Context: an optimization exercise on an open-source flow, tuned for small area. The choices shown serve that exercise and are no tape-out recipe. Function was checked by simulation only, so behaviour that the tests miss may differ from the original. Power and IR drop assume default switching activity. The clock port is modelled as an ideal driver; clocking choices that lean on that would not hold on a real chip.

==> trial 28 <==
==> flow/design.v <==
module cgra_trace_capture #(
    parameter int LANES = 16,
    parameter int DW    = 32,
    parameter int DEPTH = 8,
    parameter int CNT_W = 16
) (
    input  logic                  clock,
    input  logic                  reset,
    input  logic                  cap_start,
    input  logic                  cap_stop,
    input  logic [CNT_W-1:0]      cfg_frames,
    input  logic [LANES-1:0]      lane_valid,
    input  logic [LANES*DW-1:0]   lane_data,
    output logic                  busy,
    output logic [CNT_W-1:0]      drop_cnt,
    output logic                  out_valid,
    input  logic                  out_ready,
    output logic [LANES*(DW+1)-1:0] out_lanes,
    output logic [CNT_W-1:0]      out_seq
);
    localparam int FW = LANES * (DW + 1);
    localparam int AW = $clog2(DEPTH);
    logic             capture_q, drain_q;
    logic             has_budget_q;
    logic [CNT_W-1:0] rem_q;
    logic [CNT_W-1:0] seq_q;
    logic [CNT_W-1:0] drop_q;
    logic [AW:0]      count_q;
    logic [DEPTH-1:0] rsel_q;    
    logic [FW-1:0]    mem_q [DEPTH];
    logic [FW-1:0]    frame;
    logic [CNT_W-1:0] head_seq;
    logic [DEPTH-1:0] wsel;
    logic [CNT_W-1:0] seq_d;
    logic [AW:0]      count_d;
    logic             idle, start, offer, pop, full, push, drop, budget_hit;
    always_comb begin
        for (int i = 0; i < LANES; i++) begin
            frame[i*(DW+1) +: DW+1] = {lane_valid[i], lane_data[i*DW +: DW]};
        end
    end
    assign idle       = !capture_q && !drain_q;
    assign start      = idle && cap_start;
    assign offer      = capture_q && (lane_valid != '0);
    assign out_valid  = (count_q != '0);
    assign pop        = out_valid && out_ready;
    assign full       = count_q[AW] && !pop;
    assign push       = offer && !full;
    assign drop       = offer && full;
    assign budget_hit = offer && has_budget_q && (rem_q == CNT_W'(1));
    always_ff @(posedge clock) begin
        if (reset) begin
            capture_q <= 1'b0;
            drain_q   <= 1'b0;
        end else if (start) begin
            capture_q <= 1'b1;
        end else if (capture_q) begin
            if (cap_stop || budget_hit) begin
                capture_q <= 1'b0;
                drain_q   <= 1'b1;
            end
        end else if (drain_q) begin
            if (!out_valid) drain_q <= 1'b0;
        end
    end
    always_ff @(posedge clock) begin
        if (start) begin
            rem_q        <= cfg_frames;
            has_budget_q <= (cfg_frames != '0);
        end else if (offer) begin
            rem_q        <= rem_q - 1'b1;
        end
    end
    always_comb begin
        seq_d   = seq_q;
        count_d = count_q;
        if (push) seq_d = seq_q + 1'b1;
        if (push && !pop) count_d = count_q + 1'b1;
        else if (pop && !push) count_d = count_q - 1'b1;
        if (reset) count_d = '0;
        if (reset || start) seq_d = '0;
    end
    always_ff @(posedge clock) begin
        seq_q   <= seq_d;
        count_q <= count_d;
        if (reset || start) begin
            drop_q <= '0;
        end else if (drop && (drop_q != '1)) begin
            drop_q <= drop_q + 1'b1;
        end
    end
    logic [CNT_W-1:0] head_seq_d;
    assign head_seq_d = seq_d - CNT_W'(count_d);
    always_ff @(posedge clock) begin
        for (int r = 0; r < DEPTH; r++) begin
            rsel_q[r] <= (count_d != '0) && (head_seq_d[AW-1:0] == AW'(r));
        end
    end
    assign head_seq = seq_q - CNT_W'(count_q);
    always_comb begin
        for (int r = 0; r < DEPTH; r++) begin
            wsel[r] = push && (seq_q[AW-1:0] == AW'(r));
        end
    end
    always_ff @(posedge clock) begin
        for (int r = 0; r < DEPTH; r++) begin
            if (wsel[r]) mem_q[r] <= frame;
        end
    end
    always_comb begin
        out_lanes = '0;
        for (int r = 0; r < DEPTH; r++) begin
            out_lanes = out_lanes | ({FW{rsel_q[r]}} & mem_q[r]);
        end
    end
    assign out_seq  = out_valid ? head_seq : '0;
    assign busy     = !idle;
    assign drop_cnt = drop_q;
endmodule
==> flow/run.sh <==
#!/bin/bash
# synth_recipe.tcl (not shown) runs the flow's synth.tcl, then flattens the netlist and writes it again
# the make line also repeats each setting of config.mk as NAME=value (left out here)
make -C /OpenROAD-flow-scripts/flow DESIGN_CONFIG=/design/flow/config.mk WORK_HOME=/design/flow/orfs CLKGATE_MAP_FILE= SYNTH_SCRIPT=/design/flow/synth_recipe.tcl finish
==> flow/config.mk <==
export PLATFORM = sky130hd
export DESIGN_NAME = cgra_trace_capture
export DESIGN_NICKNAME = cgra_trace_capture
export VERILOG_FILES = /design/flow/design.v
export SDC_FILE = /design/flow/constraint.sdc
export NUM_CORES = 4
export LEC_CHECK = 0
export CAP_MARGIN = 20
export CORE_MARGIN = 2
export CORE_UTILIZATION = 45
export PLACE_DENSITY = 0.6
export SLEW_MARGIN = 20
export SYNTH_MEMORY_MAX_BITS = 8192
==> flow/constraint.sdc <==
create_clock -name core_clock -period 10.0 [get_ports {clock}]
set_input_delay 2.0000 -clock core_clock [delete_from_list [all_inputs] [get_ports {clock}]]
set_output_delay 2.0000 -clock core_clock [all_outputs]
set_load 0.01 [all_outputs]
==> inputs of build 39, as changes to trial 28 <==
==> flow/flow/run.sh (new file) <==
#!/bin/bash
# Own layout flow: the standard synthesis and layout, with
#  * a post-synthesis area remap of the read mux's combinational cells (flow/remap.py),
#  * the port buffers made as the smallest buffer cell instead of the resizer's default pick,
#  * a clock tree with larger sink clusters and no dummy loads.
# Each tool's output goes to a log file of its own in this folder.
set -euo pipefail
R=orfs/results/${FLOW_PLATFORM}/cgra_trace_capture/base

bash standard.sh synth > 1_synth_standard.log 2>&1

python3 flow/remap.py "$R/1_2_yosys.v" > 1_remap.log 2>&1
rm -f "$R/1_synth.odb" "$R/1_synth.sdc"

CTS="-sink_clustering_enable -repair_clock_nets -dont_use_dummy_load"
CTS="$CTS $(cat flow/cts_args.txt)"
bash standard.sh \
  "BUFFER_PORTS_ARGS=-buffer_cell sky130_fd_sc_hd__buf_1" \
  "CTS_ARGS=$CTS" \
  finish > 2_layout.log 2>&1
==> flow/flow/cts_args.txt (new file) <==
-sink_clustering_size 30 -sink_clustering_max_diameter 100
==> flow/flow/remap.py (new file) <==
#!/usr/bin/env python3
"""Post-synthesis area remap of the head-frame read mux (combinational cells only).

ABC maps each 8-way AND-OR of the read mux to four a22oi_1 feeding a nand4_1. This rewrites
every such group whose a22oi outputs have no other load into a222oi_1 + a222oi_1 + a22oi_1
feeding a nand3_1, the same function in less area. Registers are not touched.
usage: remap.py netlist.v   (rewritten in place)
"""
import re
import sys
from collections import Counter

P = "sky130_fd_sc_hd__"
path = sys.argv[1]
text = open(path).read()

inst_re = re.compile(r"^  (" + P + r"\w+) (\S+) \((.*?)\n  \);\n", re.S | re.M)
pin_re = re.compile(r"\.(\w+)\(([^()]*)\)")

insts = {}
order = []
for m in inst_re.finditer(text):
    cell, name, body = m.group(1), m.group(2), m.group(3)
    pins = {p: n for p, n in pin_re.findall(body)}
    insts[name] = (cell, pins, m.span())
    order.append(name)

uses = Counter()
for cell, pins, _ in insts.values():
    for n in pins.values():
        uses[n.strip()] += 1
# nets used outside instance pins (assigns, ports) count as extra loads
other = "\n".join(l for l in inst_re.sub("", text).splitlines() if l.strip().startswith("assign"))
for tok in re.findall(r"(\\\S+ |[A-Za-z_][\w$]*(?:\[\d+\])?)", other):
    uses[tok.strip()] += 1

drv = {}
for name, (cell, pins, _) in insts.items():
    if cell == P + "a22oi_1":
        drv[pins["Y"].strip()] = name

repl = {}  # name -> new text (or "" to delete)


def fmt(cell, name, pins):
    body = ",\n".join(f"    .{p}({n})" for p, n in pins)
    return f"  {cell} {name} (\n{body}\n  );\n"


count = 0
for name in order:
    cell, pins, _ = insts[name]
    if cell != P + "nand4_1":
        continue
    srcs = [drv.get(pins[p].strip()) for p in "ABCD"]
    if any(s is None or s in repl for s in srcs):
        continue
    if any(uses[pins[p].strip()] != 2 for p in "ABCD"):
        continue
    terms = []
    for s in srcs:
        sp = insts[s][1]
        terms += [(sp["A1"], sp["A2"]), (sp["B1"], sp["B2"])]
    y = [insts[s][1]["Y"] for s in srcs]
    g = [terms[0:3], terms[3:6]]
    for k in range(2):
        t = g[k]
        repl[srcs[k]] = fmt(P + "a222oi_1", srcs[k], [("A1", t[0][0]), ("A2", t[0][1]), ("B1", t[1][0]), ("B2", t[1][1]), ("C1", t[2][0]), ("C2", t[2][1]), ("Y", y[k])])
    t = terms[6:8]
    repl[srcs[2]] = fmt(P + "a22oi_1", srcs[2], [("A1", t[0][0]), ("A2", t[0][1]), ("B1", t[1][0]), ("B2", t[1][1]), ("Y", y[2])])
    repl[srcs[3]] = ""
    repl[name] = fmt(P + "nand3_1", name, [("A", y[0]), ("B", y[1]), ("C", y[2]), ("Y", pins["Y"])])
    count += 1

out = []
pos = 0
for name in sorted(repl, key=lambda n: insts[n][2][0]):
    a, b = insts[name][2]
    out.append(text[pos:a])
    out.append(repl[name])
    pos = b
out.append(text[pos:])
new = "".join(out)
# drop the wire declarations of the nets that no longer exist
for name in repl:
    if repl[name] == "" and insts[name][0] == P + "a22oi_1":
        n = insts[name][1]["Y"].strip()
        new = new.replace(f"  wire {n};\n", "", 1)
open(path, "w").write(new)
print(f"remap: rewrote {count} read-mux groups")
==> flow/standard.sh (new file) <==
#!/bin/bash
# synth_recipe.tcl (not shown) runs the flow's synth.tcl, then flattens the netlist and writes it again
# the make line also repeats each setting of config.mk as NAME=value (left out here)
make -C /OpenROAD-flow-scripts/flow DESIGN_CONFIG=/design/flow/config.mk WORK_HOME=/design/flow/orfs CLKGATE_MAP_FILE= SYNTH_SCRIPT=/design/flow/synth_recipe.tcl "${@:-finish}"
- CAP_MARGIN: 20 -> 10
- CORE_UTILIZATION: 45 -> 65
- PLACE_DENSITY: 0.6 -> 0.75
- SLEW_MARGIN: 20 -> 10
removed: flow/run.sh
==> inputs of trial 72, as changes to trial 28 <==
==> flow/flow/run.sh (new file) <==
#!/bin/bash
# Own layout flow: the standard synthesis and layout, with
#  * a post-synthesis area remap of the read mux's combinational cells (flow/remap.py),
#  * the port buffers made as the smallest buffer cell instead of the resizer's default pick,
#  * a clock tree with larger sink clusters and no dummy loads.
# Each tool's output goes to a log file of its own in this folder.
set -euo pipefail
R=orfs/results/${FLOW_PLATFORM}/cgra_trace_capture/base

bash standard.sh synth > 1_synth_standard.log 2>&1

python3 flow/remap.py "$R/1_2_yosys.v" > 1_remap.log 2>&1
rm -f "$R/1_synth.odb" "$R/1_synth.sdc"

CTS="-sink_clustering_enable -repair_clock_nets -dont_use_dummy_load"
CTS="$CTS $(cat flow/cts_args.txt)"
bash standard.sh \
  "BUFFER_PORTS_ARGS=-buffer_cell sky130_fd_sc_hd__buf_1" \
  "CTS_ARGS=$CTS" \
  finish > 2_layout.log 2>&1
==> flow/flow/cts_args.txt (new file) <==
-sink_clustering_size 20 -sink_clustering_max_diameter 80
==> flow/flow/remap.py (new file) <==
#!/usr/bin/env python3
"""Post-synthesis area remap of the head-frame read mux (combinational cells only).

ABC maps each 8-way AND-OR of the read mux to four a22oi_1 feeding a nand4_1. This rewrites
every such group whose a22oi outputs have no other load into a222oi_1 + a222oi_1 + a22oi_1
feeding a nand3_1, the same function in less area. Registers are not touched.
usage: remap.py netlist.v   (rewritten in place)
"""
import re
import sys
from collections import Counter

P = "sky130_fd_sc_hd__"
path = sys.argv[1]
text = open(path).read()

inst_re = re.compile(r"^  (" + P + r"\w+) (\S+) \((.*?)\n  \);\n", re.S | re.M)
pin_re = re.compile(r"\.(\w+)\(([^()]*)\)")

insts = {}
order = []
for m in inst_re.finditer(text):
    cell, name, body = m.group(1), m.group(2), m.group(3)
    pins = {p: n for p, n in pin_re.findall(body)}
    insts[name] = (cell, pins, m.span())
    order.append(name)

uses = Counter()
for cell, pins, _ in insts.values():
    for n in pins.values():
        uses[n.strip()] += 1
# nets used outside instance pins (assigns, ports) count as extra loads
other = "\n".join(l for l in inst_re.sub("", text).splitlines() if l.strip().startswith("assign"))
for tok in re.findall(r"(\\\S+ |[A-Za-z_][\w$]*(?:\[\d+\])?)", other):
    uses[tok.strip()] += 1

drv = {}
for name, (cell, pins, _) in insts.items():
    if cell == P + "a22oi_1":
        drv[pins["Y"].strip()] = name

repl = {}  # name -> new text (or "" to delete)


def fmt(cell, name, pins):
    body = ",\n".join(f"    .{p}({n})" for p, n in pins)
    return f"  {cell} {name} (\n{body}\n  );\n"


count = 0
for name in order:
    cell, pins, _ = insts[name]
    if cell != P + "nand4_1":
        continue
    srcs = [drv.get(pins[p].strip()) for p in "ABCD"]
    if any(s is None or s in repl for s in srcs):
        continue
    if any(uses[pins[p].strip()] != 2 for p in "ABCD"):
        continue
    terms = []
    for s in srcs:
        sp = insts[s][1]
        terms += [(sp["A1"], sp["A2"]), (sp["B1"], sp["B2"])]
    y = [insts[s][1]["Y"] for s in srcs]
    g = [terms[0:3], terms[3:6]]
    for k in range(2):
        t = g[k]
        repl[srcs[k]] = fmt(P + "a222oi_1", srcs[k], [("A1", t[0][0]), ("A2", t[0][1]), ("B1", t[1][0]), ("B2", t[1][1]), ("C1", t[2][0]), ("C2", t[2][1]), ("Y", y[k])])
    t = terms[6:8]
    repl[srcs[2]] = fmt(P + "a22oi_1", srcs[2], [("A1", t[0][0]), ("A2", t[0][1]), ("B1", t[1][0]), ("B2", t[1][1]), ("Y", y[2])])
    repl[srcs[3]] = ""
    repl[name] = fmt(P + "nand3_1", name, [("A", y[0]), ("B", y[1]), ("C", y[2]), ("Y", pins["Y"])])
    count += 1

out = []
pos = 0
for name in sorted(repl, key=lambda n: insts[n][2][0]):
    a, b = insts[name][2]
    out.append(text[pos:a])
    out.append(repl[name])
    pos = b
out.append(text[pos:])
new = "".join(out)
# drop the wire declarations of the nets that no longer exist
for name in repl:
    if repl[name] == "" and insts[name][0] == P + "a22oi_1":
        n = insts[name][1]["Y"].strip()
        new = new.replace(f"  wire {n};\n", "", 1)
open(path, "w").write(new)
print(f"remap: rewrote {count} read-mux groups")
==> flow/standard.sh (new file) <==
#!/bin/bash
# synth_recipe.tcl (not shown) runs the flow's synth.tcl, then flattens the netlist and writes it again
# the make line also repeats each setting of config.mk as NAME=value (left out here)
make -C /OpenROAD-flow-scripts/flow DESIGN_CONFIG=/design/flow/config.mk WORK_HOME=/design/flow/orfs CLKGATE_MAP_FILE= SYNTH_SCRIPT=/design/flow/synth_recipe.tcl "${@:-finish}"
- CORE_UTILIZATION: 45 -> 55
- PLACE_DENSITY: 0.6 -> 0.65
removed: flow/run.sh
==> summary.txt <==
Trial 28 produced a clean layout. Build 39 passed the timing, DRC and antenna checks. Trial 72 went through all stages and came out clean. Sequential power is about the same in trial 28 and trial 72. Area after synthesis: build 39 is lower than trial 28 (about 1.3%). In critical path depth, trial 72 and build 39 do not differ. Core utilization: trial 28 < trial 72 < build 39. Via count: trial 28 > build 39 > trial 72. Clock power: build 39 < trial 72 < trial 28. Clock skew, lowest first: trial 28, build 39, trial 72. First-iteration DRC count: trial 72 is smaller than build 39 (about 14%). Cell count: build 39 < trial 72 < trial 28.

-- what the ideal ports hide --
The results above use ideal ports. As a check the final layouts listed here were re-extracted and re-timed, cells and wires unchanged. Step 1 sets driving cells, clkbuf_16 on the clock port and buf_2 on the other inputs (assumed; they add their load-dependent delay and slew). Step 2 also shifts input and output timing later by t, the mid clock arrival at the registers, as if the neighbouring blocks saw the same clock. Three values: ideal, step 1, step 2; two values: the first two.
| run | t (ns) | slack for setup (ns) | worst setup path at the end | worst register clock-pin slew, ns | pins driven straight from the clock port |
|---|---|---|---|---|---|
| trial 28 | 1.048 | 3.716 / 3.609 / 3.158 | input to register | 0.07 / 0.07 | 1 |
| build 39 | 0.911 | 3.936 / 3.837 / 3.620 | input to register | 0.12 / 0.12 | 1 |
| trial 72 | 1.011 | 3.831 / 3.721 / 3.518 | input to register | 0.09 / 0.09 | 1 |
After both steps every run listed still meets setup and hold. For trial 28, which loses most, drivers alone change the setup slack by -0.107 ns; drivers and shift together by -0.558 ns.
